Source: an optimization exercise on an open RTL-to-GDS flow (aim: small area, a short achievable clock period and few clock cycles per item). Production flows keep margins and buffers that such runs may drop.
Only simulation tests tie the RTL to the original design; equivalence was not proved.

<file path="flow/run.sh">
#!/bin/bash
# Own flow: the standard layout (standard.sh, unchanged synthesis), with
# two changes: every input and output port still gets its own buffer, but a
# plain sky130_fd_sc_hd__buf_1 rather than the delay cell buffer_ports picks
# by itself; and clock tree synthesis adds no dummy loads. standard.sh's
# output goes to standard.log; each ORFS step keeps its own log under
# orfs/logs/.
set -euo pipefail
bash standard.sh "BUFFER_PORTS_ARGS=-buffer_cell sky130_fd_sc_hd__buf_1" \
  "CTS_ARGS=-sink_clustering_enable -repair_clock_nets -dont_use_dummy_load" \
  finish > standard.log 2>&1
</file>
<file path="design.v">
package rsti_pkg;
    localparam int MAX_DIGITS = 16;
    localparam int IDX_W      = 4;
    localparam int CNT_W      = 5;
    localparam int VAL_W      = 64;
    localparam int LO_W       = 32;
    localparam int Q_DEPTH    = 2;
    localparam int Q_PTR_W    = 1;
    localparam int Q_CNT_W    = 2;
    localparam logic [7:0] CH_MINUS = 8'h2D;
    localparam logic [7:0] CH_PLUS  = 8'h2B;
    localparam logic [7:0] CH_SPACE = 8'h20;
    localparam logic [7:0] CH_LF    = 8'h0A;
    localparam logic [7:0] CH_TAB   = 8'h09;
    localparam logic [7:0] CH_CR    = 8'h0D;
    localparam logic [7:0] CH_VT    = 8'h0B;
    localparam logic [7:0] CH_FF    = 8'h0C;
    localparam logic [7:0] CH_NUL   = 8'h00;
    localparam logic [1:0] REG_RADIX       = 2'd0;
    localparam logic [1:0] REG_DIGIT_COUNT = 2'd1;
    localparam logic [1:0] REG_DIGITS_LOW  = 2'd2;
    localparam logic [1:0] REG_DIGITS_HIGH = 2'd3;
    localparam logic [4:0]  RST_RADIX       = 5'd10;
    localparam logic [4:0]  RST_DIGIT_COUNT = 5'd10;
    localparam logic [63:0] RST_DIGITS_LOW  = 64'h3736_3534_3332_3130;
    localparam logic [63:0] RST_DIGITS_HIGH = 64'h0000_0000_0000_3938;
    typedef enum logic [1:0] {
        PH_WS   = 2'd0,
        PH_SIGN = 2'd1,
        PH_DIG  = 2'd2,
        PH_DONE = 2'd3
    } t_phase;
    typedef struct packed {
        logic             first;
        logic             space;
        logic             minus;
        logic             plus;
        logic             hit;
        logic [3:0]       idx;
    } t_tok;
    function automatic logic [7:0] booth(input logic [4:0] r);
        logic one0, two0, neg0, one1, two1, neg1, one2, two2;
        one0 = r[0];
        two0 = r[1] && !r[0];
        neg0 = r[1];
        one1 = r[1] ^ r[2];
        two1 = (r[3:1] == 3'b011) || (r[3:1] == 3'b100);
        neg1 = r[3] && !(r[2] && r[1]);
        one2 = r[3] ^ r[4];
        two2 = r[3] && r[4];
        booth = {two2, one2, neg1, two1, one1, neg0, two0, one0};
    endfunction
endpackage
module rsti_front (
    input  logic                        i_clk,
    input  logic                        i_rst_n,
    input  logic                        i_valid,
    output logic                        o_ready,
    input  logic [7:0]                  i_ch,
    input  logic                        i_first,
    input  logic [rsti_pkg::CNT_W-1:0]  i_digit_count,
    input  logic [2*rsti_pkg::VAL_W-1:0] i_alphabet,
    output logic                        o_qvalid,
    output rsti_pkg::t_tok              o_qtok,
    input  logic                        i_qpop
);
    rsti_pkg::t_tok                     w_tok;
    rsti_pkg::t_tok                     r_tok;
    logic                               r_tvalid;
    logic [7:0]                         w_entry;
    logic                               w_big;
    logic                               w_nul;
    always_comb begin
        w_big       = i_digit_count[4];
        w_nul       = (i_ch == rsti_pkg::CH_NUL);
        w_tok.first = i_first;
        w_tok.space = (i_ch == rsti_pkg::CH_SPACE) || (i_ch == rsti_pkg::CH_LF) ||
                      (i_ch == rsti_pkg::CH_TAB) || (i_ch == rsti_pkg::CH_CR) ||
                      (i_ch == rsti_pkg::CH_VT) || (i_ch == rsti_pkg::CH_FF);
        w_tok.minus = (i_ch == rsti_pkg::CH_MINUS);
        w_tok.plus  = (i_ch == rsti_pkg::CH_PLUS);
        w_tok.hit   = 1'b0;
        w_tok.idx   = '0;
        w_entry     = '0;
        for (int k = rsti_pkg::MAX_DIGITS - 1; k >= 0; k--) begin
            w_entry = i_alphabet[8*k +: 8];
            if ((w_big || (4'(k) < i_digit_count[3:0])) && !w_nul && (w_entry == i_ch)) begin
                w_tok.hit = 1'b1;
                w_tok.idx = rsti_pkg::IDX_W'(k);
            end
        end
    end
    assign o_ready  = i_qpop;
    assign o_qvalid = r_tvalid;
    assign o_qtok   = r_tok;
    always_ff @(posedge i_clk) begin
        if (i_qpop) begin
            r_tok <= w_tok;
        end
    end
    always_ff @(posedge i_clk) begin
        if (!i_rst_n) begin
            r_tvalid <= 1'b0;
        end else if (i_qpop) begin
            r_tvalid <= i_valid;
        end
    end
endmodule
module rsti_back (
    input  logic                          i_clk,
    input  logic                          i_rst_n,
    input  logic                          i_qvalid,
    input  rsti_pkg::t_tok                i_qtok,
    output logic                          o_qpop,
    input  logic [7:0]                    i_booth,
    input  logic [4:0]                    i_rm1,
    output logic                          o_valid,
    input  logic                          i_ready,
    output logic signed [rsti_pkg::VAL_W-1:0] o_value
);
    localparam int LO_W = rsti_pkg::LO_W;
    localparam int HI_W = rsti_pkg::VAL_W - LO_W;
    rsti_pkg::t_phase               r_phase;
    rsti_pkg::t_phase               n_phase;
    rsti_pkg::t_phase               w_ph;
    logic                           r_par;
    logic                           n_par;
    logic                           w_par;
    logic [LO_W-1:0]                r_lo;
    logic [HI_W-1:0]                r_hi;
    logic [LO_W-1:0]                w_lo_mac;
    logic                           w_lo_c;
    logic [4:0]                     w_lo_ca;
    logic [4:0]                     w_lo_cb;
    logic [4:0]                     w_carry;
    logic [HI_W-1:0]                w_hi_mac;
    logic [5:0]                     w_f;
    logic [LO_W-1:0]                w_lo_ld;
    logic [HI_W-1:0]                w_hi_ld;
    logic [4:0]                     r_ca;
    logic [4:0]                     r_cb;
    logic                           r_c;
    logic                           r_hmac;
    logic                           r_oval;
    logic                           w_run;
    logic                           w_pop;
    logic                           w_pre;
    logic                           w_emit;
    logic                           w_dig;
    logic                           w_rz;
    logic                           w_mac;
    logic                           w_load;
    logic                           w_lo_load;
    logic                           w_lo_step;
    logic                           w_lo_keep;
    logic                           w_hi_step;
    logic                           w_hi_keep;
    logic [LO_W-1:0]                w_lo_next;
    logic [HI_W-1:0]                w_hi_next;
    assign w_run   = !r_oval || i_ready;
    assign w_pop   = i_qvalid && w_run;
    assign o_qpop  = w_run;
    assign o_valid = r_oval;
    assign o_value = {r_hi, r_lo} ^ {rsti_pkg::VAL_W{r_par}};
    always_comb begin
        w_ph   = i_qtok.first ? rsti_pkg::PH_WS : r_phase;
        w_par  = i_qtok.first ? 1'b0 : r_par;
        w_pre  = (w_ph == rsti_pkg::PH_WS) || (w_ph == rsti_pkg::PH_SIGN);
        w_emit = 1'b0;
        w_dig  = 1'b0;
        n_phase = w_ph;
        n_par   = w_par;
        if (w_ph == rsti_pkg::PH_DONE) begin
            n_phase = rsti_pkg::PH_DONE;
        end else if ((w_ph == rsti_pkg::PH_WS) && i_qtok.space) begin
            n_phase = rsti_pkg::PH_WS;
        end else if (w_pre && i_qtok.minus) begin
            n_phase = rsti_pkg::PH_SIGN;
            n_par   = ~w_par;
        end else if (w_pre && i_qtok.plus) begin
            n_phase = rsti_pkg::PH_SIGN;
        end else if (i_qtok.hit) begin
            w_dig   = 1'b1;
            n_phase = rsti_pkg::PH_DIG;
        end else begin
            w_emit  = 1'b1;
            n_phase = rsti_pkg::PH_DONE;
        end
    end
    always_comb begin
        w_rz    = !(i_booth[0] || i_booth[1] || i_booth[3] || i_booth[4] ||
                    i_booth[6] || i_booth[7]);
        w_mac   = w_dig && !i_qtok.first && !w_rz;
        w_load  = i_qtok.first || (w_pre && i_qtok.minus) || (w_dig && w_rz);
        w_f     = 6'(i_qtok.idx) + (r_par ? 6'(i_rm1) : 6'd0);
        if (w_dig) begin
            w_lo_ld = w_par ? {{(LO_W-4){i_qtok.idx == '0}}, i_qtok.idx - 4'd1}
                            : LO_W'(i_qtok.idx);
            w_hi_ld = {HI_W{w_par && (i_qtok.idx == '0)}};
        end else begin
            w_lo_ld = {LO_W{n_par}};
            w_hi_ld = {HI_W{n_par}};
        end
    end
    rsti_mac_lo u_mac_lo (
        .i_v (r_lo),
        .i_b (i_booth),
        .i_f (w_f),
        .o_y (w_lo_mac),
        .o_c (w_lo_c),
        .o_ca (w_lo_ca),
        .o_cb (w_lo_cb)
    );
    assign w_carry = r_ca + r_cb + 5'(r_c);
    rsti_mac_hi u_mac_hi (
        .i_v (r_hi),
        .i_b (i_booth),
        .i_c (w_carry),
        .o_y (w_hi_mac)
    );
    always_comb begin
        w_lo_load = w_pop && w_load;
        w_lo_step = w_pop && w_mac;
        w_lo_keep = !(w_lo_load || w_lo_step);
        w_hi_step = r_hmac && !w_lo_load;
        w_hi_keep = !(w_lo_load || w_hi_step);
        w_lo_next = ({LO_W{w_lo_load}} & w_lo_ld) | ({LO_W{w_lo_step}} & w_lo_mac) |
                    ({LO_W{w_lo_keep}} & r_lo);
        w_hi_next = ({HI_W{w_lo_load}} & w_hi_ld) | ({HI_W{w_hi_step}} & w_hi_mac) |
                    ({HI_W{w_hi_keep}} & r_hi);
    end
    always_ff @(posedge i_clk) begin
        r_lo <= w_lo_next;
        r_hi <= w_hi_next;
        r_ca <= w_lo_ca;
        r_cb <= w_lo_cb;
        r_c  <= w_lo_c;
    end
    always_ff @(posedge i_clk) begin
        if (!i_rst_n) begin
            r_phase <= rsti_pkg::PH_DONE;
            r_par   <= 1'b0;
            r_oval  <= 1'b0;
            r_hmac  <= 1'b0;
        end else begin
            if (w_pop && w_emit) begin
                r_oval <= 1'b1;
            end else if (i_ready) begin
                r_oval <= 1'b0;
            end
            if (w_pop) begin
                r_phase <= n_phase;
                r_par   <= n_par;
            end
            r_hmac <= w_pop && w_mac;
        end
    end
endmodule
module rsti_mac_lo (
    input  logic [31:0] i_v,
    input  logic [7:0] i_b,
    input  logic [5:0] i_f,
    output logic [31:0] o_y,
    output logic o_c,
    output logic [4:0] o_ca,
    output logic [4:0] o_cb
);
    logic t0;
    logic t1;
    logic t2;
    logic t3;
    logic t4;
    logic t5;
    logic t6;
    logic t7;
    logic t8;
    logic t9;
    logic t10;
    logic t11;
    logic t12;
    logic t13;
    logic t14;
    logic t15;
    logic t16;
    logic t17;
    logic t18;
    logic t19;
    logic t20;
    logic t21;
    logic t22;
    logic t23;
    logic t24;
    logic t25;
    logic t26;
    logic t27;
    logic t28;
    logic t29;
    logic t30;
    logic t31;
    logic t32;
    logic t33;
    logic t34;
    logic t35;
    logic t36;
    logic t37;
    logic t38;
    logic t39;
    logic t40;
    logic t41;
    logic t42;
    logic t43;
    logic t44;
    logic t45;
    logic t46;
    logic t47;
    logic t48;
    logic t49;
    logic t50;
    logic t51;
    logic t52;
    logic t53;
    logic t54;
    logic t55;
    logic t56;
    logic t57;
    logic t58;
    logic t59;
    logic t60;
    logic t61;
    logic t62;
    logic t63;
    logic t64;
    logic t65;
    logic t66;
    logic t67;
    logic t68;
    logic t69;
    logic t70;
    logic t71;
    logic t72;
    logic t73;
    logic t74;
    logic t75;
    logic t76;
    logic t77;
    logic t78;
    logic t79;
    logic t80;
    logic t81;
    logic t82;
    logic t83;
    logic t84;
    logic t85;
    logic t86;
    logic t87;
    logic t88;
    logic t89;
    logic t90;
    logic t91;
    logic t92;
    logic t93;
    logic t94;
    logic t95;
    logic t96;
    logic t97;
    logic t98;
    logic t99;
    logic t100;
    logic t101;
    logic t102;
    logic t103;
    logic t104;
    logic t105;
    logic t106;
    logic t107;
    logic t108;
    logic t109;
    logic t110;
    logic t111;
    logic t112;
    logic t113;
    logic t114;
    logic t115;
    logic t116;
    logic t117;
    logic t118;
    logic t119;
    logic t120;
    logic t121;
    logic t122;
    logic t123;
    logic t124;
    logic t125;
    logic t126;
    logic t127;
    logic t128;
    logic t129;
    logic t130;
    logic t131;
    logic t132;
    logic t133;
    logic t134;
    logic t135;
    logic t136;
    logic t137;
    logic t138;
    logic t139;
    logic t140;
    logic t141;
    logic t142;
    logic t143;
    logic t144;
    logic t145;
    logic t146;
    logic t147;
    logic t148;
    logic t149;
    logic t150;
    logic t151;
    logic t152;
    logic t153;
    logic t154;
    logic t155;
    logic t156;
    logic t157;
    logic t158;
    logic t159;
    logic t160;
    logic t161;
    logic t162;
    logic t163;
    logic t164;
    logic t165;
    logic t166;
    logic t167;
    logic t168;
    logic t169;
    logic t170;
    logic t171;
    logic t172;
    logic t173;
    logic t174;
    logic t175;
    logic t176;
    logic t177;
    logic t178;
    logic t179;
    logic t180;
    logic t181;
    logic t182;
    logic t183;
    logic t184;
    logic t185;
    logic t186;
    logic t187;
    logic t188;
    logic t189;
    logic t190;
    logic t191;
    logic t192;
    logic t193;
    logic t194;
    logic t195;
    logic t196;
    logic t197;
    logic t198;
    logic t199;
    logic t200;
    logic t201;
    logic t202;
    logic t203;
    logic t204;
    logic t205;
    logic t206;
    logic t207;
    logic t208;
    logic t209;
    logic t210;
    logic t211;
    logic t212;
    logic t213;
    logic t214;
    logic t215;
    logic t216;
    logic t217;
    logic t218;
    logic t219;
    logic t220;
    logic t221;
    logic t222;
    logic t223;
    logic t224;
    logic t225;
    logic t226;
    logic t227;
    logic t228;
    logic t229;
    logic t230;
    logic t231;
    logic t232;
    logic t233;
    logic t234;
    logic t235;
    logic t236;
    logic t237;
    logic t238;
    logic t239;
    logic t240;
    logic t241;
    logic t242;
    assign t0 = ((i_b[0] & i_v[0])) ^ i_b[2];
    assign t1 = ((i_b[0] & i_v[1]) | (i_b[1] & i_v[0])) ^ i_b[2];
    assign t2 = ((i_b[0] & i_v[2]) | (i_b[1] & i_v[1])) ^ i_b[2];
    assign t3 = ((i_b[0] & i_v[3]) | (i_b[1] & i_v[2])) ^ i_b[2];
    assign t4 = ((i_b[0] & i_v[4]) | (i_b[1] & i_v[3])) ^ i_b[2];
    assign t5 = ((i_b[0] & i_v[5]) | (i_b[1] & i_v[4])) ^ i_b[2];
    assign t6 = ((i_b[0] & i_v[6]) | (i_b[1] & i_v[5])) ^ i_b[2];
    assign t7 = ((i_b[0] & i_v[7]) | (i_b[1] & i_v[6])) ^ i_b[2];
    assign t8 = ((i_b[0] & i_v[8]) | (i_b[1] & i_v[7])) ^ i_b[2];
    assign t9 = ((i_b[0] & i_v[9]) | (i_b[1] & i_v[8])) ^ i_b[2];
    assign t10 = ((i_b[0] & i_v[10]) | (i_b[1] & i_v[9])) ^ i_b[2];
    assign t11 = ((i_b[0] & i_v[11]) | (i_b[1] & i_v[10])) ^ i_b[2];
    assign t12 = ((i_b[0] & i_v[12]) | (i_b[1] & i_v[11])) ^ i_b[2];
    assign t13 = ((i_b[0] & i_v[13]) | (i_b[1] & i_v[12])) ^ i_b[2];
    assign t14 = ((i_b[0] & i_v[14]) | (i_b[1] & i_v[13])) ^ i_b[2];
    assign t15 = ((i_b[0] & i_v[15]) | (i_b[1] & i_v[14])) ^ i_b[2];
    assign t16 = ((i_b[0] & i_v[16]) | (i_b[1] & i_v[15])) ^ i_b[2];
    assign t17 = ((i_b[0] & i_v[17]) | (i_b[1] & i_v[16])) ^ i_b[2];
    assign t18 = ((i_b[0] & i_v[18]) | (i_b[1] & i_v[17])) ^ i_b[2];
    assign t19 = ((i_b[0] & i_v[19]) | (i_b[1] & i_v[18])) ^ i_b[2];
    assign t20 = ((i_b[0] & i_v[20]) | (i_b[1] & i_v[19])) ^ i_b[2];
    assign t21 = ((i_b[0] & i_v[21]) | (i_b[1] & i_v[20])) ^ i_b[2];
    assign t22 = ((i_b[0] & i_v[22]) | (i_b[1] & i_v[21])) ^ i_b[2];
    assign t23 = ((i_b[0] & i_v[23]) | (i_b[1] & i_v[22])) ^ i_b[2];
    assign t24 = ((i_b[0] & i_v[24]) | (i_b[1] & i_v[23])) ^ i_b[2];
    assign t25 = ((i_b[0] & i_v[25]) | (i_b[1] & i_v[24])) ^ i_b[2];
    assign t26 = ((i_b[0] & i_v[26]) | (i_b[1] & i_v[25])) ^ i_b[2];
    assign t27 = ((i_b[0] & i_v[27]) | (i_b[1] & i_v[26])) ^ i_b[2];
    assign t28 = ((i_b[0] & i_v[28]) | (i_b[1] & i_v[27])) ^ i_b[2];
    assign t29 = ((i_b[0] & i_v[29]) | (i_b[1] & i_v[28])) ^ i_b[2];
    assign t30 = ((i_b[0] & i_v[30]) | (i_b[1] & i_v[29])) ^ i_b[2];
    assign t31 = ((i_b[0] & i_v[31]) | (i_b[1] & i_v[30])) ^ i_b[2];
    assign t32 = ((i_b[1] & i_v[31])) ^ i_b[2];
    assign t33 = ((i_b[3] & i_v[0])) ^ i_b[5];
    assign t34 = ((i_b[3] & i_v[1]) | (i_b[4] & i_v[0])) ^ i_b[5];
    assign t35 = ((i_b[3] & i_v[2]) | (i_b[4] & i_v[1])) ^ i_b[5];
    assign t36 = ((i_b[3] & i_v[3]) | (i_b[4] & i_v[2])) ^ i_b[5];
    assign t37 = ((i_b[3] & i_v[4]) | (i_b[4] & i_v[3])) ^ i_b[5];
    assign t38 = ((i_b[3] & i_v[5]) | (i_b[4] & i_v[4])) ^ i_b[5];
    assign t39 = ((i_b[3] & i_v[6]) | (i_b[4] & i_v[5])) ^ i_b[5];
    assign t40 = ((i_b[3] & i_v[7]) | (i_b[4] & i_v[6])) ^ i_b[5];
    assign t41 = ((i_b[3] & i_v[8]) | (i_b[4] & i_v[7])) ^ i_b[5];
    assign t42 = ((i_b[3] & i_v[9]) | (i_b[4] & i_v[8])) ^ i_b[5];
    assign t43 = ((i_b[3] & i_v[10]) | (i_b[4] & i_v[9])) ^ i_b[5];
    assign t44 = ((i_b[3] & i_v[11]) | (i_b[4] & i_v[10])) ^ i_b[5];
    assign t45 = ((i_b[3] & i_v[12]) | (i_b[4] & i_v[11])) ^ i_b[5];
    assign t46 = ((i_b[3] & i_v[13]) | (i_b[4] & i_v[12])) ^ i_b[5];
    assign t47 = ((i_b[3] & i_v[14]) | (i_b[4] & i_v[13])) ^ i_b[5];
    assign t48 = ((i_b[3] & i_v[15]) | (i_b[4] & i_v[14])) ^ i_b[5];
    assign t49 = ((i_b[3] & i_v[16]) | (i_b[4] & i_v[15])) ^ i_b[5];
    assign t50 = ((i_b[3] & i_v[17]) | (i_b[4] & i_v[16])) ^ i_b[5];
    assign t51 = ((i_b[3] & i_v[18]) | (i_b[4] & i_v[17])) ^ i_b[5];
    assign t52 = ((i_b[3] & i_v[19]) | (i_b[4] & i_v[18])) ^ i_b[5];
    assign t53 = ((i_b[3] & i_v[20]) | (i_b[4] & i_v[19])) ^ i_b[5];
    assign t54 = ((i_b[3] & i_v[21]) | (i_b[4] & i_v[20])) ^ i_b[5];
    assign t55 = ((i_b[3] & i_v[22]) | (i_b[4] & i_v[21])) ^ i_b[5];
    assign t56 = ((i_b[3] & i_v[23]) | (i_b[4] & i_v[22])) ^ i_b[5];
    assign t57 = ((i_b[3] & i_v[24]) | (i_b[4] & i_v[23])) ^ i_b[5];
    assign t58 = ((i_b[3] & i_v[25]) | (i_b[4] & i_v[24])) ^ i_b[5];
    assign t59 = ((i_b[3] & i_v[26]) | (i_b[4] & i_v[25])) ^ i_b[5];
    assign t60 = ((i_b[3] & i_v[27]) | (i_b[4] & i_v[26])) ^ i_b[5];
    assign t61 = ((i_b[3] & i_v[28]) | (i_b[4] & i_v[27])) ^ i_b[5];
    assign t62 = ((i_b[3] & i_v[29]) | (i_b[4] & i_v[28])) ^ i_b[5];
    assign t63 = ((i_b[3] & i_v[30]) | (i_b[4] & i_v[29])) ^ i_b[5];
    assign t64 = ((i_b[3] & i_v[31]) | (i_b[4] & i_v[30])) ^ i_b[5];
    assign t65 = ((i_b[4] & i_v[31])) ^ i_b[5];
    assign t66 = (i_b[6] & i_v[0]);
    assign t67 = (i_b[6] & i_v[1]) | (i_b[7] & i_v[0]);
    assign t68 = (i_b[6] & i_v[2]) | (i_b[7] & i_v[1]);
    assign t69 = (i_b[6] & i_v[3]) | (i_b[7] & i_v[2]);
    assign t70 = (i_b[6] & i_v[4]) | (i_b[7] & i_v[3]);
    assign t71 = (i_b[6] & i_v[5]) | (i_b[7] & i_v[4]);
    assign t72 = (i_b[6] & i_v[6]) | (i_b[7] & i_v[5]);
    assign t73 = (i_b[6] & i_v[7]) | (i_b[7] & i_v[6]);
    assign t74 = (i_b[6] & i_v[8]) | (i_b[7] & i_v[7]);
    assign t75 = (i_b[6] & i_v[9]) | (i_b[7] & i_v[8]);
    assign t76 = (i_b[6] & i_v[10]) | (i_b[7] & i_v[9]);
    assign t77 = (i_b[6] & i_v[11]) | (i_b[7] & i_v[10]);
    assign t78 = (i_b[6] & i_v[12]) | (i_b[7] & i_v[11]);
    assign t79 = (i_b[6] & i_v[13]) | (i_b[7] & i_v[12]);
    assign t80 = (i_b[6] & i_v[14]) | (i_b[7] & i_v[13]);
    assign t81 = (i_b[6] & i_v[15]) | (i_b[7] & i_v[14]);
    assign t82 = (i_b[6] & i_v[16]) | (i_b[7] & i_v[15]);
    assign t83 = (i_b[6] & i_v[17]) | (i_b[7] & i_v[16]);
    assign t84 = (i_b[6] & i_v[18]) | (i_b[7] & i_v[17]);
    assign t85 = (i_b[6] & i_v[19]) | (i_b[7] & i_v[18]);
    assign t86 = (i_b[6] & i_v[20]) | (i_b[7] & i_v[19]);
    assign t87 = (i_b[6] & i_v[21]) | (i_b[7] & i_v[20]);
    assign t88 = (i_b[6] & i_v[22]) | (i_b[7] & i_v[21]);
    assign t89 = (i_b[6] & i_v[23]) | (i_b[7] & i_v[22]);
    assign t90 = (i_b[6] & i_v[24]) | (i_b[7] & i_v[23]);
    assign t91 = (i_b[6] & i_v[25]) | (i_b[7] & i_v[24]);
    assign t92 = (i_b[6] & i_v[26]) | (i_b[7] & i_v[25]);
    assign t93 = (i_b[6] & i_v[27]) | (i_b[7] & i_v[26]);
    assign t94 = (i_b[6] & i_v[28]) | (i_b[7] & i_v[27]);
    assign t95 = (i_b[6] & i_v[29]) | (i_b[7] & i_v[28]);
    assign t96 = (i_b[6] & i_v[30]) | (i_b[7] & i_v[29]);
    assign t97 = (i_b[6] & i_v[31]) | (i_b[7] & i_v[30]);
    assign t98 = (i_b[7] & i_v[31]);
    assign t99 = t2 ^ t33;
    assign t100 = t2 & t33;
    assign t101 = t3 ^ t34;
    assign t102 = t3 & t34;
    assign t103 = t4 ^ t35 ^ t66;
    assign t104 = (t4 & t35) | (t4 & t66) | (t35 & t66);
    assign t105 = t5 ^ t36 ^ t67;
    assign t106 = (t5 & t36) | (t5 & t67) | (t36 & t67);
    assign t107 = t6 ^ t37;
    assign t108 = t6 & t37;
    assign t109 = t7 ^ t38;
    assign t110 = t7 & t38;
    assign t111 = t8 ^ t39;
    assign t112 = t8 & t39;
    assign t113 = t9 ^ t40;
    assign t114 = t9 & t40;
    assign t115 = t10 ^ t41;
    assign t116 = t10 & t41;
    assign t117 = t11 ^ t42;
    assign t118 = t11 & t42;
    assign t119 = t12 ^ t43;
    assign t120 = t12 & t43;
    assign t121 = t13 ^ t44;
    assign t122 = t13 & t44;
    assign t123 = t14 ^ t45;
    assign t124 = t14 & t45;
    assign t125 = t15 ^ t46;
    assign t126 = t15 & t46;
    assign t127 = t16 ^ t47;
    assign t128 = t16 & t47;
    assign t129 = t17 ^ t48;
    assign t130 = t17 & t48;
    assign t131 = t18 ^ t49;
    assign t132 = t18 & t49;
    assign t133 = t19 ^ t50;
    assign t134 = t19 & t50;
    assign t135 = t20 ^ t51;
    assign t136 = t20 & t51;
    assign t137 = t21 ^ t52;
    assign t138 = t21 & t52;
    assign t139 = t22 ^ t53;
    assign t140 = t22 & t53;
    assign t141 = t23 ^ t54;
    assign t142 = t23 & t54;
    assign t143 = t24 ^ t55;
    assign t144 = t24 & t55;
    assign t145 = t25 ^ t56;
    assign t146 = t25 & t56;
    assign t147 = t26 ^ t57;
    assign t148 = t26 & t57;
    assign t149 = t27 ^ t58;
    assign t150 = t27 & t58;
    assign t151 = t28 ^ t59;
    assign t152 = t28 & t59;
    assign t153 = t29 ^ t60;
    assign t154 = t29 & t60;
    assign t155 = t30 ^ t61;
    assign t156 = t30 & t61;
    assign t157 = t31 ^ t62;
    assign t158 = t31 & t62;
    assign t159 = t32 ^ t63;
    assign t160 = t32 & t63;
    assign t161 = i_b[2] ^ t64;
    assign t162 = i_b[2] & t64;
    assign t163 = i_b[2] ^ t65;
    assign t164 = i_b[2] & t65;
    assign t165 = i_b[2] ^ i_b[5];
    assign t166 = i_b[2] & i_b[5];
    assign t167 = i_b[2] ^ i_b[5];
    assign t168 = i_b[2] & i_b[5];
    assign t169 = t0 ^ i_b[2];
    assign t170 = t0 & i_b[2];
    assign t171 = t1 ^ i_f[1];
    assign t172 = t1 & i_f[1];
    assign t173 = t99 ^ i_b[5] ^ i_f[2];
    assign t174 = (t99 & i_b[5]) | (t99 & i_f[2]) | (i_b[5] & i_f[2]);
    assign t175 = t100 ^ t101 ^ i_f[3];
    assign t176 = (t100 & t101) | (t100 & i_f[3]) | (t101 & i_f[3]);
    assign t177 = t102 ^ t103 ^ i_f[4];
    assign t178 = (t102 & t103) | (t102 & i_f[4]) | (t103 & i_f[4]);
    assign t179 = t104 ^ t105 ^ i_f[5];
    assign t180 = (t104 & t105) | (t104 & i_f[5]) | (t105 & i_f[5]);
    assign t181 = t106 ^ t107 ^ t68;
    assign t182 = (t106 & t107) | (t106 & t68) | (t107 & t68);
    assign t183 = t108 ^ t109 ^ t69;
    assign t184 = (t108 & t109) | (t108 & t69) | (t109 & t69);
    assign t185 = t110 ^ t111 ^ t70;
    assign t186 = (t110 & t111) | (t110 & t70) | (t111 & t70);
    assign t187 = t112 ^ t113 ^ t71;
    assign t188 = (t112 & t113) | (t112 & t71) | (t113 & t71);
    assign t189 = t114 ^ t115 ^ t72;
    assign t190 = (t114 & t115) | (t114 & t72) | (t115 & t72);
    assign t191 = t116 ^ t117 ^ t73;
    assign t192 = (t116 & t117) | (t116 & t73) | (t117 & t73);
    assign t193 = t118 ^ t119 ^ t74;
    assign t194 = (t118 & t119) | (t118 & t74) | (t119 & t74);
    assign t195 = t120 ^ t121 ^ t75;
    assign t196 = (t120 & t121) | (t120 & t75) | (t121 & t75);
    assign t197 = t122 ^ t123 ^ t76;
    assign t198 = (t122 & t123) | (t122 & t76) | (t123 & t76);
    assign t199 = t124 ^ t125 ^ t77;
    assign t200 = (t124 & t125) | (t124 & t77) | (t125 & t77);
    assign t201 = t126 ^ t127 ^ t78;
    assign t202 = (t126 & t127) | (t126 & t78) | (t127 & t78);
    assign t203 = t128 ^ t129 ^ t79;
    assign t204 = (t128 & t129) | (t128 & t79) | (t129 & t79);
    assign t205 = t130 ^ t131 ^ t80;
    assign t206 = (t130 & t131) | (t130 & t80) | (t131 & t80);
    assign t207 = t132 ^ t133 ^ t81;
    assign t208 = (t132 & t133) | (t132 & t81) | (t133 & t81);
    assign t209 = t134 ^ t135 ^ t82;
    assign t210 = (t134 & t135) | (t134 & t82) | (t135 & t82);
    assign t211 = t136 ^ t137 ^ t83;
    assign t212 = (t136 & t137) | (t136 & t83) | (t137 & t83);
    assign t213 = t138 ^ t139 ^ t84;
    assign t214 = (t138 & t139) | (t138 & t84) | (t139 & t84);
    assign t215 = t140 ^ t141 ^ t85;
    assign t216 = (t140 & t141) | (t140 & t85) | (t141 & t85);
    assign t217 = t142 ^ t143 ^ t86;
    assign t218 = (t142 & t143) | (t142 & t86) | (t143 & t86);
    assign t219 = t144 ^ t145 ^ t87;
    assign t220 = (t144 & t145) | (t144 & t87) | (t145 & t87);
    assign t221 = t146 ^ t147 ^ t88;
    assign t222 = (t146 & t147) | (t146 & t88) | (t147 & t88);
    assign t223 = t148 ^ t149 ^ t89;
    assign t224 = (t148 & t149) | (t148 & t89) | (t149 & t89);
    assign t225 = t150 ^ t151 ^ t90;
    assign t226 = (t150 & t151) | (t150 & t90) | (t151 & t90);
    assign t227 = t152 ^ t153 ^ t91;
    assign t228 = (t152 & t153) | (t152 & t91) | (t153 & t91);
    assign t229 = t154 ^ t155 ^ t92;
    assign t230 = (t154 & t155) | (t154 & t92) | (t155 & t92);
    assign t231 = t156 ^ t157 ^ t93;
    assign t232 = (t156 & t157) | (t156 & t93) | (t157 & t93);
    assign t233 = t158 ^ t159 ^ t94;
    assign t234 = (t158 & t159) | (t158 & t94) | (t159 & t94);
    assign t235 = t160 ^ t161 ^ t95;
    assign t236 = (t160 & t161) | (t160 & t95) | (t161 & t95);
    assign t237 = t162 ^ t163 ^ t96;
    assign t238 = (t162 & t163) | (t162 & t96) | (t163 & t96);
    assign t239 = t164 ^ t165 ^ t97;
    assign t240 = (t164 & t165) | (t164 & t97) | (t165 & t97);
    assign t241 = t166 ^ t167 ^ t98;
    assign t242 = (t166 & t167) | (t166 & t98) | (t167 & t98);
    assign {o_c, o_y} = {1'b0, t230, t228, t226, t224, t222, t220, t218, t216, t214, t212, t210, t208, t206, t204, t202, t200, t198, t196, t194, t192, t190, t188, t186, t184, t182, t180, t178, t176, t174, t172, t170, t169} + {1'b0, t231, t229, t227, t225, t223, t221, t219, t217, t215, t213, t211, t209, t207, t205, t203, t201, t199, t197, t195, t193, t191, t189, t187, t185, t183, t181, t179, t177, t175, t173, t171, i_f[0]};
    assign o_ca = {t240, t238, t236, t234, t232};
    assign o_cb = {t241, t239, t237, t235, t233};
endmodule
module rsti_mac_hi (
    input  logic [31:0] i_v,
    input  logic [7:0] i_b,
    input  logic [4:0] i_c,
    output logic [31:0] o_y
);
    logic t0;
    logic t1;
    logic t2;
    logic t3;
    logic t4;
    logic t5;
    logic t6;
    logic t7;
    logic t8;
    logic t9;
    logic t10;
    logic t11;
    logic t12;
    logic t13;
    logic t14;
    logic t15;
    logic t16;
    logic t17;
    logic t18;
    logic t19;
    logic t20;
    logic t21;
    logic t22;
    logic t23;
    logic t24;
    logic t25;
    logic t26;
    logic t27;
    logic t28;
    logic t29;
    logic t30;
    logic t31;
    logic t32;
    logic t33;
    logic t34;
    logic t35;
    logic t36;
    logic t37;
    logic t38;
    logic t39;
    logic t40;
    logic t41;
    logic t42;
    logic t43;
    logic t44;
    logic t45;
    logic t46;
    logic t47;
    logic t48;
    logic t49;
    logic t50;
    logic t51;
    logic t52;
    logic t53;
    logic t54;
    logic t55;
    logic t56;
    logic t57;
    logic t58;
    logic t59;
    logic t60;
    logic t61;
    logic t62;
    logic t63;
    logic t64;
    logic t65;
    logic t66;
    logic t67;
    logic t68;
    logic t69;
    logic t70;
    logic t71;
    logic t72;
    logic t73;
    logic t74;
    logic t75;
    logic t76;
    logic t77;
    logic t78;
    logic t79;
    logic t80;
    logic t81;
    logic t82;
    logic t83;
    logic t84;
    logic t85;
    logic t86;
    logic t87;
    logic t88;
    logic t89;
    logic t90;
    logic t91;
    logic t92;
    logic t93;
    logic t94;
    logic t95;
    logic t96;
    logic t97;
    logic t98;
    logic t99;
    logic t100;
    logic t101;
    logic t102;
    logic t103;
    logic t104;
    logic t105;
    logic t106;
    logic t107;
    logic t108;
    logic t109;
    logic t110;
    logic t111;
    logic t112;
    logic t113;
    logic t114;
    logic t115;
    logic t116;
    logic t117;
    logic t118;
    logic t119;
    logic t120;
    logic t121;
    logic t122;
    logic t123;
    logic t124;
    logic t125;
    logic t126;
    logic t127;
    logic t128;
    logic t129;
    logic t130;
    logic t131;
    logic t132;
    logic t133;
    logic t134;
    logic t135;
    logic t136;
    logic t137;
    logic t138;
    logic t139;
    logic t140;
    logic t141;
    logic t142;
    logic t143;
    logic t144;
    logic t145;
    logic t146;
    logic t147;
    logic t148;
    logic t149;
    logic t150;
    logic t151;
    logic t152;
    logic t153;
    logic t154;
    logic t155;
    logic t156;
    logic t157;
    logic t158;
    logic t159;
    logic t160;
    logic t161;
    logic t162;
    logic t163;
    logic t164;
    logic t165;
    logic t166;
    logic t167;
    logic t168;
    logic t169;
    logic t170;
    logic t171;
    logic t172;
    logic t173;
    logic t174;
    logic t175;
    logic t176;
    logic t177;
    logic t178;
    logic t179;
    logic t180;
    logic t181;
    logic t182;
    logic t183;
    logic t184;
    logic t185;
    logic t186;
    logic t187;
    logic t188;
    logic t189;
    logic t190;
    logic t191;
    logic t192;
    logic t193;
    logic t194;
    logic t195;
    logic t196;
    logic t197;
    logic t198;
    logic t199;
    logic t200;
    logic t201;
    logic t202;
    logic t203;
    logic t204;
    logic t205;
    logic t206;
    logic t207;
    logic t208;
    logic t209;
    logic t210;
    logic t211;
    logic t212;
    logic t213;
    assign t0 = ((i_b[0] & i_v[0])) ^ i_b[2];
    assign t1 = ((i_b[0] & i_v[1]) | (i_b[1] & i_v[0])) ^ i_b[2];
    assign t2 = ((i_b[0] & i_v[2]) | (i_b[1] & i_v[1])) ^ i_b[2];
    assign t3 = ((i_b[0] & i_v[3]) | (i_b[1] & i_v[2])) ^ i_b[2];
    assign t4 = ((i_b[0] & i_v[4]) | (i_b[1] & i_v[3])) ^ i_b[2];
    assign t5 = ((i_b[0] & i_v[5]) | (i_b[1] & i_v[4])) ^ i_b[2];
    assign t6 = ((i_b[0] & i_v[6]) | (i_b[1] & i_v[5])) ^ i_b[2];
    assign t7 = ((i_b[0] & i_v[7]) | (i_b[1] & i_v[6])) ^ i_b[2];
    assign t8 = ((i_b[0] & i_v[8]) | (i_b[1] & i_v[7])) ^ i_b[2];
    assign t9 = ((i_b[0] & i_v[9]) | (i_b[1] & i_v[8])) ^ i_b[2];
    assign t10 = ((i_b[0] & i_v[10]) | (i_b[1] & i_v[9])) ^ i_b[2];
    assign t11 = ((i_b[0] & i_v[11]) | (i_b[1] & i_v[10])) ^ i_b[2];
    assign t12 = ((i_b[0] & i_v[12]) | (i_b[1] & i_v[11])) ^ i_b[2];
    assign t13 = ((i_b[0] & i_v[13]) | (i_b[1] & i_v[12])) ^ i_b[2];
    assign t14 = ((i_b[0] & i_v[14]) | (i_b[1] & i_v[13])) ^ i_b[2];
    assign t15 = ((i_b[0] & i_v[15]) | (i_b[1] & i_v[14])) ^ i_b[2];
    assign t16 = ((i_b[0] & i_v[16]) | (i_b[1] & i_v[15])) ^ i_b[2];
    assign t17 = ((i_b[0] & i_v[17]) | (i_b[1] & i_v[16])) ^ i_b[2];
    assign t18 = ((i_b[0] & i_v[18]) | (i_b[1] & i_v[17])) ^ i_b[2];
    assign t19 = ((i_b[0] & i_v[19]) | (i_b[1] & i_v[18])) ^ i_b[2];
    assign t20 = ((i_b[0] & i_v[20]) | (i_b[1] & i_v[19])) ^ i_b[2];
    assign t21 = ((i_b[0] & i_v[21]) | (i_b[1] & i_v[20])) ^ i_b[2];
    assign t22 = ((i_b[0] & i_v[22]) | (i_b[1] & i_v[21])) ^ i_b[2];
    assign t23 = ((i_b[0] & i_v[23]) | (i_b[1] & i_v[22])) ^ i_b[2];
    assign t24 = ((i_b[0] & i_v[24]) | (i_b[1] & i_v[23])) ^ i_b[2];
    assign t25 = ((i_b[0] & i_v[25]) | (i_b[1] & i_v[24])) ^ i_b[2];
    assign t26 = ((i_b[0] & i_v[26]) | (i_b[1] & i_v[25])) ^ i_b[2];
    assign t27 = ((i_b[0] & i_v[27]) | (i_b[1] & i_v[26])) ^ i_b[2];
    assign t28 = ((i_b[0] & i_v[28]) | (i_b[1] & i_v[27])) ^ i_b[2];
    assign t29 = ((i_b[0] & i_v[29]) | (i_b[1] & i_v[28])) ^ i_b[2];
    assign t30 = ((i_b[0] & i_v[30]) | (i_b[1] & i_v[29])) ^ i_b[2];
    assign t31 = ((i_b[0] & i_v[31]) | (i_b[1] & i_v[30])) ^ i_b[2];
    assign t32 = ((i_b[3] & i_v[0])) ^ i_b[5];
    assign t33 = ((i_b[3] & i_v[1]) | (i_b[4] & i_v[0])) ^ i_b[5];
    assign t34 = ((i_b[3] & i_v[2]) | (i_b[4] & i_v[1])) ^ i_b[5];
    assign t35 = ((i_b[3] & i_v[3]) | (i_b[4] & i_v[2])) ^ i_b[5];
    assign t36 = ((i_b[3] & i_v[4]) | (i_b[4] & i_v[3])) ^ i_b[5];
    assign t37 = ((i_b[3] & i_v[5]) | (i_b[4] & i_v[4])) ^ i_b[5];
    assign t38 = ((i_b[3] & i_v[6]) | (i_b[4] & i_v[5])) ^ i_b[5];
    assign t39 = ((i_b[3] & i_v[7]) | (i_b[4] & i_v[6])) ^ i_b[5];
    assign t40 = ((i_b[3] & i_v[8]) | (i_b[4] & i_v[7])) ^ i_b[5];
    assign t41 = ((i_b[3] & i_v[9]) | (i_b[4] & i_v[8])) ^ i_b[5];
    assign t42 = ((i_b[3] & i_v[10]) | (i_b[4] & i_v[9])) ^ i_b[5];
    assign t43 = ((i_b[3] & i_v[11]) | (i_b[4] & i_v[10])) ^ i_b[5];
    assign t44 = ((i_b[3] & i_v[12]) | (i_b[4] & i_v[11])) ^ i_b[5];
    assign t45 = ((i_b[3] & i_v[13]) | (i_b[4] & i_v[12])) ^ i_b[5];
    assign t46 = ((i_b[3] & i_v[14]) | (i_b[4] & i_v[13])) ^ i_b[5];
    assign t47 = ((i_b[3] & i_v[15]) | (i_b[4] & i_v[14])) ^ i_b[5];
    assign t48 = ((i_b[3] & i_v[16]) | (i_b[4] & i_v[15])) ^ i_b[5];
    assign t49 = ((i_b[3] & i_v[17]) | (i_b[4] & i_v[16])) ^ i_b[5];
    assign t50 = ((i_b[3] & i_v[18]) | (i_b[4] & i_v[17])) ^ i_b[5];
    assign t51 = ((i_b[3] & i_v[19]) | (i_b[4] & i_v[18])) ^ i_b[5];
    assign t52 = ((i_b[3] & i_v[20]) | (i_b[4] & i_v[19])) ^ i_b[5];
    assign t53 = ((i_b[3] & i_v[21]) | (i_b[4] & i_v[20])) ^ i_b[5];
    assign t54 = ((i_b[3] & i_v[22]) | (i_b[4] & i_v[21])) ^ i_b[5];
    assign t55 = ((i_b[3] & i_v[23]) | (i_b[4] & i_v[22])) ^ i_b[5];
    assign t56 = ((i_b[3] & i_v[24]) | (i_b[4] & i_v[23])) ^ i_b[5];
    assign t57 = ((i_b[3] & i_v[25]) | (i_b[4] & i_v[24])) ^ i_b[5];
    assign t58 = ((i_b[3] & i_v[26]) | (i_b[4] & i_v[25])) ^ i_b[5];
    assign t59 = ((i_b[3] & i_v[27]) | (i_b[4] & i_v[26])) ^ i_b[5];
    assign t60 = ((i_b[3] & i_v[28]) | (i_b[4] & i_v[27])) ^ i_b[5];
    assign t61 = ((i_b[3] & i_v[29]) | (i_b[4] & i_v[28])) ^ i_b[5];
    assign t62 = (i_b[6] & i_v[0]);
    assign t63 = (i_b[6] & i_v[1]) | (i_b[7] & i_v[0]);
    assign t64 = (i_b[6] & i_v[2]) | (i_b[7] & i_v[1]);
    assign t65 = (i_b[6] & i_v[3]) | (i_b[7] & i_v[2]);
    assign t66 = (i_b[6] & i_v[4]) | (i_b[7] & i_v[3]);
    assign t67 = (i_b[6] & i_v[5]) | (i_b[7] & i_v[4]);
    assign t68 = (i_b[6] & i_v[6]) | (i_b[7] & i_v[5]);
    assign t69 = (i_b[6] & i_v[7]) | (i_b[7] & i_v[6]);
    assign t70 = (i_b[6] & i_v[8]) | (i_b[7] & i_v[7]);
    assign t71 = (i_b[6] & i_v[9]) | (i_b[7] & i_v[8]);
    assign t72 = (i_b[6] & i_v[10]) | (i_b[7] & i_v[9]);
    assign t73 = (i_b[6] & i_v[11]) | (i_b[7] & i_v[10]);
    assign t74 = (i_b[6] & i_v[12]) | (i_b[7] & i_v[11]);
    assign t75 = (i_b[6] & i_v[13]) | (i_b[7] & i_v[12]);
    assign t76 = (i_b[6] & i_v[14]) | (i_b[7] & i_v[13]);
    assign t77 = (i_b[6] & i_v[15]) | (i_b[7] & i_v[14]);
    assign t78 = (i_b[6] & i_v[16]) | (i_b[7] & i_v[15]);
    assign t79 = (i_b[6] & i_v[17]) | (i_b[7] & i_v[16]);
    assign t80 = (i_b[6] & i_v[18]) | (i_b[7] & i_v[17]);
    assign t81 = (i_b[6] & i_v[19]) | (i_b[7] & i_v[18]);
    assign t82 = (i_b[6] & i_v[20]) | (i_b[7] & i_v[19]);
    assign t83 = (i_b[6] & i_v[21]) | (i_b[7] & i_v[20]);
    assign t84 = (i_b[6] & i_v[22]) | (i_b[7] & i_v[21]);
    assign t85 = (i_b[6] & i_v[23]) | (i_b[7] & i_v[22]);
    assign t86 = (i_b[6] & i_v[24]) | (i_b[7] & i_v[23]);
    assign t87 = (i_b[6] & i_v[25]) | (i_b[7] & i_v[24]);
    assign t88 = (i_b[6] & i_v[26]) | (i_b[7] & i_v[25]);
    assign t89 = (i_b[6] & i_v[27]) | (i_b[7] & i_v[26]);
    assign t90 = t2 ^ t32;
    assign t91 = t2 & t32;
    assign t92 = t3 ^ t33;
    assign t93 = t3 & t33;
    assign t94 = t4 ^ t34 ^ t62;
    assign t95 = (t4 & t34) | (t4 & t62) | (t34 & t62);
    assign t96 = t5 ^ t35;
    assign t97 = t5 & t35;
    assign t98 = t6 ^ t36;
    assign t99 = t6 & t36;
    assign t100 = t7 ^ t37;
    assign t101 = t7 & t37;
    assign t102 = t8 ^ t38;
    assign t103 = t8 & t38;
    assign t104 = t9 ^ t39;
    assign t105 = t9 & t39;
    assign t106 = t10 ^ t40;
    assign t107 = t10 & t40;
    assign t108 = t11 ^ t41;
    assign t109 = t11 & t41;
    assign t110 = t12 ^ t42;
    assign t111 = t12 & t42;
    assign t112 = t13 ^ t43;
    assign t113 = t13 & t43;
    assign t114 = t14 ^ t44;
    assign t115 = t14 & t44;
    assign t116 = t15 ^ t45;
    assign t117 = t15 & t45;
    assign t118 = t16 ^ t46;
    assign t119 = t16 & t46;
    assign t120 = t17 ^ t47;
    assign t121 = t17 & t47;
    assign t122 = t18 ^ t48;
    assign t123 = t18 & t48;
    assign t124 = t19 ^ t49;
    assign t125 = t19 & t49;
    assign t126 = t20 ^ t50;
    assign t127 = t20 & t50;
    assign t128 = t21 ^ t51;
    assign t129 = t21 & t51;
    assign t130 = t22 ^ t52;
    assign t131 = t22 & t52;
    assign t132 = t23 ^ t53;
    assign t133 = t23 & t53;
    assign t134 = t24 ^ t54;
    assign t135 = t24 & t54;
    assign t136 = t25 ^ t55;
    assign t137 = t25 & t55;
    assign t138 = t26 ^ t56;
    assign t139 = t26 & t56;
    assign t140 = t27 ^ t57;
    assign t141 = t27 & t57;
    assign t142 = t28 ^ t58;
    assign t143 = t28 & t58;
    assign t144 = t29 ^ t59;
    assign t145 = t29 & t59;
    assign t146 = t30 ^ t60;
    assign t147 = t30 & t60;
    assign t148 = t31 ^ t61;
    assign t149 = t31 & t61;
    assign t150 = t0 ^ i_b[2];
    assign t151 = t0 & i_b[2];
    assign t152 = t1 ^ i_c[1];
    assign t153 = t1 & i_c[1];
    assign t154 = t90 ^ i_b[5] ^ i_c[2];
    assign t155 = (t90 & i_b[5]) | (t90 & i_c[2]) | (i_b[5] & i_c[2]);
    assign t156 = t91 ^ t92 ^ i_c[3];
    assign t157 = (t91 & t92) | (t91 & i_c[3]) | (t92 & i_c[3]);
    assign t158 = t93 ^ t94 ^ i_c[4];
    assign t159 = (t93 & t94) | (t93 & i_c[4]) | (t94 & i_c[4]);
    assign t160 = t95 ^ t96 ^ t63;
    assign t161 = (t95 & t96) | (t95 & t63) | (t96 & t63);
    assign t162 = t97 ^ t98 ^ t64;
    assign t163 = (t97 & t98) | (t97 & t64) | (t98 & t64);
    assign t164 = t99 ^ t100 ^ t65;
    assign t165 = (t99 & t100) | (t99 & t65) | (t100 & t65);
    assign t166 = t101 ^ t102 ^ t66;
    assign t167 = (t101 & t102) | (t101 & t66) | (t102 & t66);
    assign t168 = t103 ^ t104 ^ t67;
    assign t169 = (t103 & t104) | (t103 & t67) | (t104 & t67);
    assign t170 = t105 ^ t106 ^ t68;
    assign t171 = (t105 & t106) | (t105 & t68) | (t106 & t68);
    assign t172 = t107 ^ t108 ^ t69;
    assign t173 = (t107 & t108) | (t107 & t69) | (t108 & t69);
    assign t174 = t109 ^ t110 ^ t70;
    assign t175 = (t109 & t110) | (t109 & t70) | (t110 & t70);
    assign t176 = t111 ^ t112 ^ t71;
    assign t177 = (t111 & t112) | (t111 & t71) | (t112 & t71);
    assign t178 = t113 ^ t114 ^ t72;
    assign t179 = (t113 & t114) | (t113 & t72) | (t114 & t72);
    assign t180 = t115 ^ t116 ^ t73;
    assign t181 = (t115 & t116) | (t115 & t73) | (t116 & t73);
    assign t182 = t117 ^ t118 ^ t74;
    assign t183 = (t117 & t118) | (t117 & t74) | (t118 & t74);
    assign t184 = t119 ^ t120 ^ t75;
    assign t185 = (t119 & t120) | (t119 & t75) | (t120 & t75);
    assign t186 = t121 ^ t122 ^ t76;
    assign t187 = (t121 & t122) | (t121 & t76) | (t122 & t76);
    assign t188 = t123 ^ t124 ^ t77;
    assign t189 = (t123 & t124) | (t123 & t77) | (t124 & t77);
    assign t190 = t125 ^ t126 ^ t78;
    assign t191 = (t125 & t126) | (t125 & t78) | (t126 & t78);
    assign t192 = t127 ^ t128 ^ t79;
    assign t193 = (t127 & t128) | (t127 & t79) | (t128 & t79);
    assign t194 = t129 ^ t130 ^ t80;
    assign t195 = (t129 & t130) | (t129 & t80) | (t130 & t80);
    assign t196 = t131 ^ t132 ^ t81;
    assign t197 = (t131 & t132) | (t131 & t81) | (t132 & t81);
    assign t198 = t133 ^ t134 ^ t82;
    assign t199 = (t133 & t134) | (t133 & t82) | (t134 & t82);
    assign t200 = t135 ^ t136 ^ t83;
    assign t201 = (t135 & t136) | (t135 & t83) | (t136 & t83);
    assign t202 = t137 ^ t138 ^ t84;
    assign t203 = (t137 & t138) | (t137 & t84) | (t138 & t84);
    assign t204 = t139 ^ t140 ^ t85;
    assign t205 = (t139 & t140) | (t139 & t85) | (t140 & t85);
    assign t206 = t141 ^ t142 ^ t86;
    assign t207 = (t141 & t142) | (t141 & t86) | (t142 & t86);
    assign t208 = t143 ^ t144 ^ t87;
    assign t209 = (t143 & t144) | (t143 & t87) | (t144 & t87);
    assign t210 = t145 ^ t146 ^ t88;
    assign t211 = (t145 & t146) | (t145 & t88) | (t146 & t88);
    assign t212 = t147 ^ t148 ^ t89;
    assign t213 = (t147 & t148) | (t147 & t89) | (t148 & t89);
    assign o_y = {t211, t209, t207, t205, t203, t201, t199, t197, t195, t193, t191, t189, t187, t185, t183, t181, t179, t177, t175, t173, t171, t169, t167, t165, t163, t161, t159, t157, t155, t153, t151, t150} + {t212, t210, t208, t206, t204, t202, t200, t198, t196, t194, t192, t190, t188, t186, t184, t182, t180, t178, t176, t174, t172, t170, t168, t166, t164, t162, t160, t158, t156, t154, t152, i_c[0]};
endmodule
module radix_string_to_integer_unit (
    input  logic                              i_clk,
    input  logic                              i_rst_n,
    input  logic                              i_valid,
    output logic                              o_ready,
    input  logic [7:0]                        i_ch,
    input  logic                              i_first,
    output logic                              o_valid,
    input  logic                              i_ready,
    output logic signed [rsti_pkg::VAL_W-1:0] o_value,
    input  logic                              i_cfg_we,
    input  logic [1:0]                        i_cfg_idx,
    input  logic [rsti_pkg::VAL_W-1:0]        i_cfg_data
);
    logic [7:0]                  r_booth;
    logic [4:0]                  r_rm1;
    logic [rsti_pkg::CNT_W-1:0]  r_digit_count;
    logic [rsti_pkg::VAL_W-1:0]  r_digits_low;
    logic [rsti_pkg::VAL_W-1:0]  r_digits_high;
    logic                        w_qvalid;
    rsti_pkg::t_tok              w_qtok;
    logic                        w_qpop;
    always_ff @(posedge i_clk) begin
        if (!i_rst_n) begin
            r_booth       <= rsti_pkg::booth(rsti_pkg::RST_RADIX);
            r_rm1         <= rsti_pkg::RST_RADIX - 5'd1;
            r_digit_count <= rsti_pkg::RST_DIGIT_COUNT;
            r_digits_low  <= rsti_pkg::RST_DIGITS_LOW;
            r_digits_high <= rsti_pkg::RST_DIGITS_HIGH;
        end else if (i_cfg_we) begin
            case (i_cfg_idx)
                rsti_pkg::REG_RADIX: begin
                    r_booth <= rsti_pkg::booth(i_cfg_data[4:0]);
                    r_rm1   <= i_cfg_data[4:0] - 5'd1;
                end
                rsti_pkg::REG_DIGIT_COUNT: r_digit_count <= i_cfg_data[4:0];
                rsti_pkg::REG_DIGITS_LOW:  r_digits_low  <= i_cfg_data;
                rsti_pkg::REG_DIGITS_HIGH: r_digits_high <= i_cfg_data;
                default: begin
                end
            endcase
        end
    end
    rsti_front u_front (
        .i_clk         (i_clk),
        .i_rst_n       (i_rst_n),
        .i_valid       (i_valid),
        .o_ready       (o_ready),
        .i_ch          (i_ch),
        .i_first       (i_first),
        .i_digit_count (r_digit_count),
        .i_alphabet    ({r_digits_high, r_digits_low}),
        .o_qvalid      (w_qvalid),
        .o_qtok        (w_qtok),
        .i_qpop        (w_qpop)
    );
    rsti_back u_back (
        .i_clk    (i_clk),
        .i_rst_n  (i_rst_n),
        .i_qvalid (w_qvalid),
        .i_qtok   (w_qtok),
        .o_qpop   (w_qpop),
        .i_booth  (r_booth),
        .i_rm1    (r_rm1),
        .o_valid  (o_valid),
        .i_ready  (i_ready),
        .o_value  (o_value)
    );
endmodule
</file>
<file path="config.mk">
export PLATFORM = sky130hd
export DESIGN_NAME = radix_string_to_integer_unit
export DESIGN_NICKNAME = radix_string_to_integer_unit
export VERILOG_FILES = /design/flow/design.v
export SDC_FILE = /design/flow/constraint.sdc
export NUM_CORES = 4
export LEC_CHECK = 0
export ABC_AREA = 1
export CAP_MARGIN = 20
export CORE_MARGIN = 2
export CORE_UTILIZATION = 60
export PLACE_DENSITY = 0.75
export SETUP_SLACK_MARGIN = 2.8
export SLEW_MARGIN = 20
</file>
<file path="standard.sh">
#!/bin/bash
# synth_recipe.tcl (not shown) runs the flow's synth.tcl, then flattens the netlist and writes it again
# the make line also repeats each setting of config.mk as NAME=value (left out here)
make -C /OpenROAD-flow-scripts/flow DESIGN_CONFIG=/design/flow/config.mk WORK_HOME=/design/flow/orfs CLKGATE_MAP_FILE= SYNTH_SCRIPT=/design/flow/synth_recipe.tcl "${@:-finish}"
</file>
<file path="constraint.sdc">
create_clock -name core_clock -period 6.5 [get_ports {i_clk}]
set_input_delay 1.3000 -clock core_clock [delete_from_list [all_inputs] [get_ports {i_clk}]]
set_output_delay 1.3000 -clock core_clock [all_outputs]
set_load 0.01 [all_outputs]
</file>
==> results.json, run 1 <==
{
  "tns_ps": 0,
  "final_util_pct": 71.87,
  "grt_max_degree": 95,
  "synth.avg_cell_area_um2": 7.442,
  "synth-seq-area-share_pct": 24.88,
  "synth_area_mm2": 0.01935,
  "ys_types": 58,
  "timing.slew.headroom_pct": 39.86,
  "cp-start-kind": "flip-flop",
  "outcome": "timing/DRC/antenna clean",
  "worst_slew_pin_slew_ps": 902.1,
  "worstSetupPathType": "flip-flop to flip-flop",
  "finalInstanceArea_mm2": 0.02274,
  "grt_pass1_wl_um": 95140,
  "finalSetupViolations": 0,
  "path_clk_slew_ps": 60,
  "hold_class": "flip-flop to flip-flop",
  "cts.sinks": 236,
  "ys_seq_elements": 236,
  "drc_errors": 0,
  "seq_area_mm2": 0.004848,
  "synth_nets": 2889,
  "period_needed_ps": 4015,
  "detail_route.wl_per_cell_um": 20.10,
  "dieArea_mm2": 0.03370,
  "vias": 19672,
  "syn2layout_area_growth_pct": 17.51,
  "routed_wl_um": 63120,
  "ant_nets": 0,
  "cts_buffers": 28,
  "placed_cell_area_mm2": 0.02009,
  "die_h_um": 183.6,
  "hold_buffers": 0,
  "insertion_delay_ps": 560,
  "cp_max_fo": 5,
  "h-tree-depth": 1,
  "dp_slack_ps": 1764,
  "maxCapViolations": 0,
  "pin_count": 146,
  "fin_ws_ps": 2485,
  "globalplace.congestion": 0.9301,
  "yosys_warnings": 3,
  "post-route-period-util_pct": 61.77,
  "postSynthCellCount": 2600,
  "finalNetCount": 3029,
  "multi_input_area_mm2": 0.01408,
  "grt_pass1_vias": 18548,
  "drt_first_iter_violations": 1957,
  "cts_buffer_depth": 3,
  "cp.required_ps": 6900,
  "grt_overflow": 0,
  "vias_per_cell": 6.265,
  "fillCellCount": 2515,
  "finClkSkew_ps": 28.73,
  "grt_setup_unrepaired": "yes",
  "synthArstFlopShare_pct": 0,
  "die_w_um": 183.6,
  "hold_viol_final": 0,
  "initial_core_util_pct": 61.16,
  "r2r_slack_ps": 2490,
  "clock.fmax_mhz": 249.1,
  "grt_usage_pct": 34.95,
  "portBuffers": 145,
  "dr.pass1.iters": 6,
  "layout_common_cells": "nand2_1 (350), xor2_1 (250), inv_1 (246)",
  "rows": 65,
  "antenna_cells": 0,
  "antenna_found_initial": 0,
  "cts_tree": "done",
  "crit_path_end_kind": "flip-flop",
  "drive_gt1_share_pct": 14.79,
  "core_mm2": 0.03164,
  "cp_data_arrival_time_ps": 4410,
  "final_common_cell": "nand2_1",
  "hpwl_um": 39810,
  "synth_flop_cell": "dfxtp_1",
  "drv_slew": 0,
  "root_buffer": "clkbuf_16",
  "synth_edf_count": 9
}
worst max-delay path, stage by stage, from the launching register on:
cell and delay, ps:
dfxtp_4 380, nand2_2 60, inv_2 70, ha_4 140
inv_2 40, fa_2 450, o21ai_2 210, xor2_2 100
fa_1 530, inv_2 50, ha_4 290, nand2_2 60
nand2_2 70, nand2_1 60, nand2_1 70, a21oi_2 50
or2_4 270, a31oi_4 220, nand2_2 130, nand3_2 100
o21ai_2 70, or2_1 250, nand3_1 80, o211ai_1 100
synthesized netlist by cell type (2+ instances only):
| library cell | n | area, um2 |
|---|---|---|
| nand4_1 | 37 | 231.5 |
| nand3_1 | 78 | 390.4 |
| fa_1 | 70 | 1401 |
| nor2_2 | 2 | 12.51 |
| a211oi_1 | 2 | 15.01 |
| xor2_1 | 254 | 2225 |
| inv_2 | 16 | 60.06 |
| o21bai_1 | 4 | 30.03 |
| xnor2_1 | 27 | 236.5 |
| nand2_1 | 391 | 1468 |
| o22ai_1 | 180 | 1126 |
| o221ai_1 | 21 | 183.9 |
| o21ai_2 | 2 | 17.52 |
| a2111oi_0 | 3 | 26.28 |
| nand2_2 | 3 | 18.77 |
| inv_1 | 270 | 1013 |
| buf_2 | 25 | 125.1 |
| a31oi_1 | 12 | 75.07 |
| nor3_1 | 27 | 135.1 |
| ha_1 | 139 | 1739 |
| a21oi_1 | 195 | 975.9 |
| and2_1 | 2 | 12.51 |
| o31ai_1 | 3 | 22.52 |
| clkbuf_1 | 89 | 334.1 |
| buf_1 | 10 | 37.54 |
| a21boi_0 | 2 | 15.01 |
| nand3b_1 | 3 | 22.52 |
| o21ai_0 | 176 | 880.8 |
| nand3_2 | 2 | 20.02 |
| buf_6 | 3 | 33.78 |
| or2_1 | 2 | 12.51 |
| o211ai_1 | 46 | 345.3 |
| a21o_1 | 5 | 37.54 |
| dfxtp_1 | 227 | 4544 |
| nor4_1 | 18 | 112.6 |
| or2_2 | 9 | 56.30 |
| nor2_1 | 182 | 683.2 |
| a221oi_1 | 2 | 17.52 |
| o2111ai_1 | 3 | 26.28 |
| o21ai_1 | 17 | 85.08 |
| clkinv_1 | 5 | 18.77 |
| o21a_1 | 7 | 52.55 |
| edfxtp_1 | 9 | 270.3 |
| buf_4 | 6 | 45.04 |
timing repair:
action	4_1_cts	5_1_grt
pin swaps	25	105
setup buffers	38	28
gates cloned	6	0
gates resized for setup	98	235
setup endpoints to repair	57	39
layout make-up:
type	instances	area share, %
multi-input cells	1939	61.92
flip-flops and latches	236	21.32
repair buffers	237	6.058
inverters	292	5.134
clock buffers	28	3.081
well taps	402	2.212
repair inverters	6	0.2751
routing by layer:
layer / global-route usage, % / part of all wire, %
met3: 6.478 / 8.8
met5: 0 / 0
met1: 43.28 / 39
met4: 17.79 / 6.4
met2: 58.25 / 46
cells by family (layout without fill, tap and decap cells):
family	after synthesis	after routing	share of synthesized area (%)
AO/OA/AOI/OAI	687	687	20.74
flip-flops	236	236	24.88
adder cells (fa/ha/maj)	210	210	16.28
XOR/XNOR	281	281	12.72
buffers and inverters	425	563	8.652
AND/OR/NAND/NOR	761	761	16.72
per-stage QoR:
step           instances  hold slack [ps]
3_3_place_gp        3039            436.0
6_report            3140            466.1
4_1_cts             3111            463.0
3_5_place_dp        3039            454.1
5_1_grt             3140            471.0
2_1_floorplan       2600            426.5
worst paths after layout:
kind | start | to | depth (start not counted)
max | u_back.r_par$_SDFFE_PN0P_ | u_back.r_lo[19]$_DFF_P_ | 23
min reg2reg | r_digits_low[23]$_SDFFE_PN0P_ | r_digits_low[23]$_SDFFE_PN0P_ | 2
max reg2reg | u_back.r_par$_SDFFE_PN0P_ | u_back.r_lo[19]$_DFF_P_ | 23
min | r_digits_low[23]$_SDFFE_PN0P_ | r_digits_low[23]$_SDFFE_PN0P_ | 2
state kept, by name, summed over array words and instances, names as in the netlist:
register and count:
u_front.r_tok 9, u_back.r_hmac 1, r_booth 8, u_back.r_c 1
u_back.r_cb 5, u_back.r_par 1, r_rm1 5, u_back.r_lo 32
u_back.r_phase 2, r_digit_count 5, r_digits_low 64, u_back.r_hi 32
u_front.r_tvalid 1, r_digits_high 64, u_back.r_ca 5, u_back.r_oval 1
Testbench counts, summed over its fixed seeds: cycles 18,815, items 18,783.
==> inputs of run 2 (changes only) <==
--- a/config.mk
+++ b/config.mk
@@ -12,3 +12,3 @@
 export PLACE_DENSITY = 0.75
-export SETUP_SLACK_MARGIN = 2.8
+export SETUP_SLACK_MARGIN = 3.1
 export SLEW_MARGIN = 20
==> run 2 against run 1 <==
Against the previous run:
- critical path depth fell by 2
- cell area rose by 5.0%
- first-iteration DRC count rose by 15%
- hold slack improved by 3.2 ps
- largest cell class unchanged
- utilization rose by 3.6 points
- worst setup slack got worse by 210 ps
==> results.json, run 2 <==
{
  "outcome": "timing/DRC/antenna clean",
  "finClkSkew_ps": 60.22,
  "timing.slew.headroom_pct": 26.13,
  "max_stage_delay_ps": 470,
  "die_h_um": 183.6,
  "insertion_delay_ps": 590,
  "synth_fa_ha_area_share_pct": 16.28,
  "cts.sinks": 236,
  "synth_area_mm2": 0.01935,
  "antenna_found_initial": 0,
  "ys_types": 58,
  "synthTopCellsByArea": "dfxtp_1 (23%), xor2_1 (11%), ha_1 (9.0%)",
  "crit_chain": "nand2_2 > inv_2 > ha_4 > inv_2 > fa_2 > o21ai_2 > xor2_2 > fa_1 > inv_2 > ha_4 > inv_1 > o21bai_1 > a21oi_4 > buf_6 > o21ai_4 > buf_6 > nand2_1 > nand2_1 > a21oi_1 > o21ai_1 > o211ai_1",
  "synth_top_cells_by_count": "nand2_1 (391), inv_1 (270), xor2_1 (254), dfxtp_1 (227), a21oi_1 (195)",
  "grt_setup_unrepaired": "yes",
  "drive_gt1_share_pct": 19.69,
  "die_w_um": 183.6,
  "synthMuxAreaShare_pct": 0,
  "antenna_cells": 0,
  "ant_nets": 0,
  "cts_buffers": 28,
  "crit_path_end_kind": "flip-flop",
  "grt_max_degree": 90,
  "r2r-end": "u_back.r_lo[12]$_DFF_P_",
  "pin_count": 146,
  "syn2layout_area_growth_pct": 23.41,
  "path_clk_slew_ps": 60,
  "dp_slack_ps": 2008,
  "yosys_warnings": 3,
  "rr_startpoint": "u_back.r_par$_SDFFE_PN0P_",
  "r2r_cells": 21,
  "fillCellCount": 2296,
  "grt_pass1_wl_um": 101600,
  "portBuffers": 145,
  "synthSimpleGateAreaFrac_pct": 16.72,
  "min_to": "r_digits_high[53]$_SDFFE_PN0P_",
  "root_buffer": "clkbuf_16",
  "h-tree-depth": 1,
  "cp_data_arrival_time_ps": 4570,
  "drt_first_iter_violations": 2246,
  "postSynthCellCount": 2600,
  "cp_max_fo": 3,
  "grt_overflow": 0,
  "clock.fmax_mhz": 236.8,
  "min_delay_path_depth": 2,
  "synth_compound_area_share_pct": 20.74,
  "drc_errors": 0,
  "cts_buffer_depth": 3
}
==> run 2: cell counts after synthesis <==
No cell type changed its count.
==> run 2: cells by family after synthesis <==
family | Yosys count
buffers and inverters | 425
AO/OA/AOI/OAI | 687
XOR/XNOR | 281
adder cells (fa/ha/maj) | 210
flip-flops | 236
AND/OR/NAND/NOR | 761
==> run 2: worst max path at each step <==
| stage | startpoint | to | slack, ps | cells after the start |
|---|---|---|---|---|
| after floorplan | u_back.r_par$_SDFFE_PN0P_ | u_back.r_lo[29]$_DFF_P_ | 2850 | 30 |
| after detailed placement | r_booth[5]$_SDFFE_PN1P_ | u_back.r_lo[29]$_DFF_P_ | 2010 | 23 |
| after global routing | u_back.r_par$_SDFFE_PN0P_ | u_back.r_lo[30]$_DFF_P_ | 2220 | 24 |
| after global placement | r_booth[1]$_SDFFE_PN1P_ | u_back.r_hi[22]$_DFF_P_ | 1980 | 19 |
| after CTS | u_back.r_par$_SDFFE_PN0P_ | u_back.r_lo[29]$_DFF_P_ | 2770 | 28 |
| final | u_back.r_par$_SDFFE_PN0P_ | u_back.r_lo[12]$_DFF_P_ | 2280 | 21 |
==> run 2: layout make-up <==
cell class | instances | area [um2] | share of cell area (%)
repair buffers | 280 | 1943 | 8.137
inverters | 292 | 1177 | 4.930
repair inverters | 8 | 106.4 | 0.4454
flip-flops and latches | 236 | 4853 | 20.32
well taps | 402 | 503.0 | 2.106
multi-input cells | 1939 | 14600 | 61.12
clock buffers | 28 | 700.7 | 2.934
==> run 2: critical path, delay by kind of cell, from the launching register on <==
| family | cells | cell delay [ps] |
|---|---|---|
| buffers and inverters | 6 | 540 |
| AND/OR/NAND/NOR | 3 | 220 |
| adder cells (fa/ha/maj) | 4 | 1120 |
| AO/OA/AOI/OAI | 7 | 1460 |
| flip-flops | 1 | 380 |
| XOR/XNOR | 1 | 280 |
==> run 2: repair_timing <==
item | CTS | global route
buffers inserted | 76 | 33
hold buffers | 0 | 0
cloned | 8 | 2
pin swaps | 80 | 91
setup endpoints to repair | 105 | 68
resized for setup | 265 | 209
==> run 2: stage by stage <==
step                      utilization, %  std cells  instance area, um2
after global placement             63.84       3038               20200
after floorplan                        -       2600               19630
after global routing               75.48       3185               23880
after CTS                          71.69       3150               22680
after detailed placement           63.84       3038               20200
final                              75.48       3185               23880
==> run 2: metal layers <==
layer / global-route usage (%) / vias up / share of wire, %
li1: - / 9184 / -
met1: 45.24 / 9505 / 38
met2: 64.51 / 1249 / 47
met3: 6.676 / 341 / 8.9
met4: 18.30 / 0 / 6.4
met5: 0 / - / 0

==> separate check: timing with driven ports <==
How much do the figures lean on ideal ports? The routed layouts below were timed once more, with nothing changed but the port constraints.
Step 1: set_driving_cell puts a clkbuf_16 on i_clk and a buf_2 on each other input, an assumption about the parent block.
Step 2, shift: input delay + t, output delay - t, t = (earliest + latest rising clock arrival at the registers) / 2. This alone moves slack from input paths to output paths.
Slacks: ideal / step 1 / step 2; pairs: ideal / step 1.
run	shift t [ns]	setup slack, ns	slew at the worst register clock pin (ns)	worst data-port slew with drivers (ns)	cell pins on the clock port's net
run 1	0.599	2.485 / 2.485 / 2.485	0.06 / 0.06	0.04	1
run 2	0.614	2.277 / 2.277 / 2.277	0.06 / 0.06	0.06	1
After both steps setup and hold are still met in every run listed.
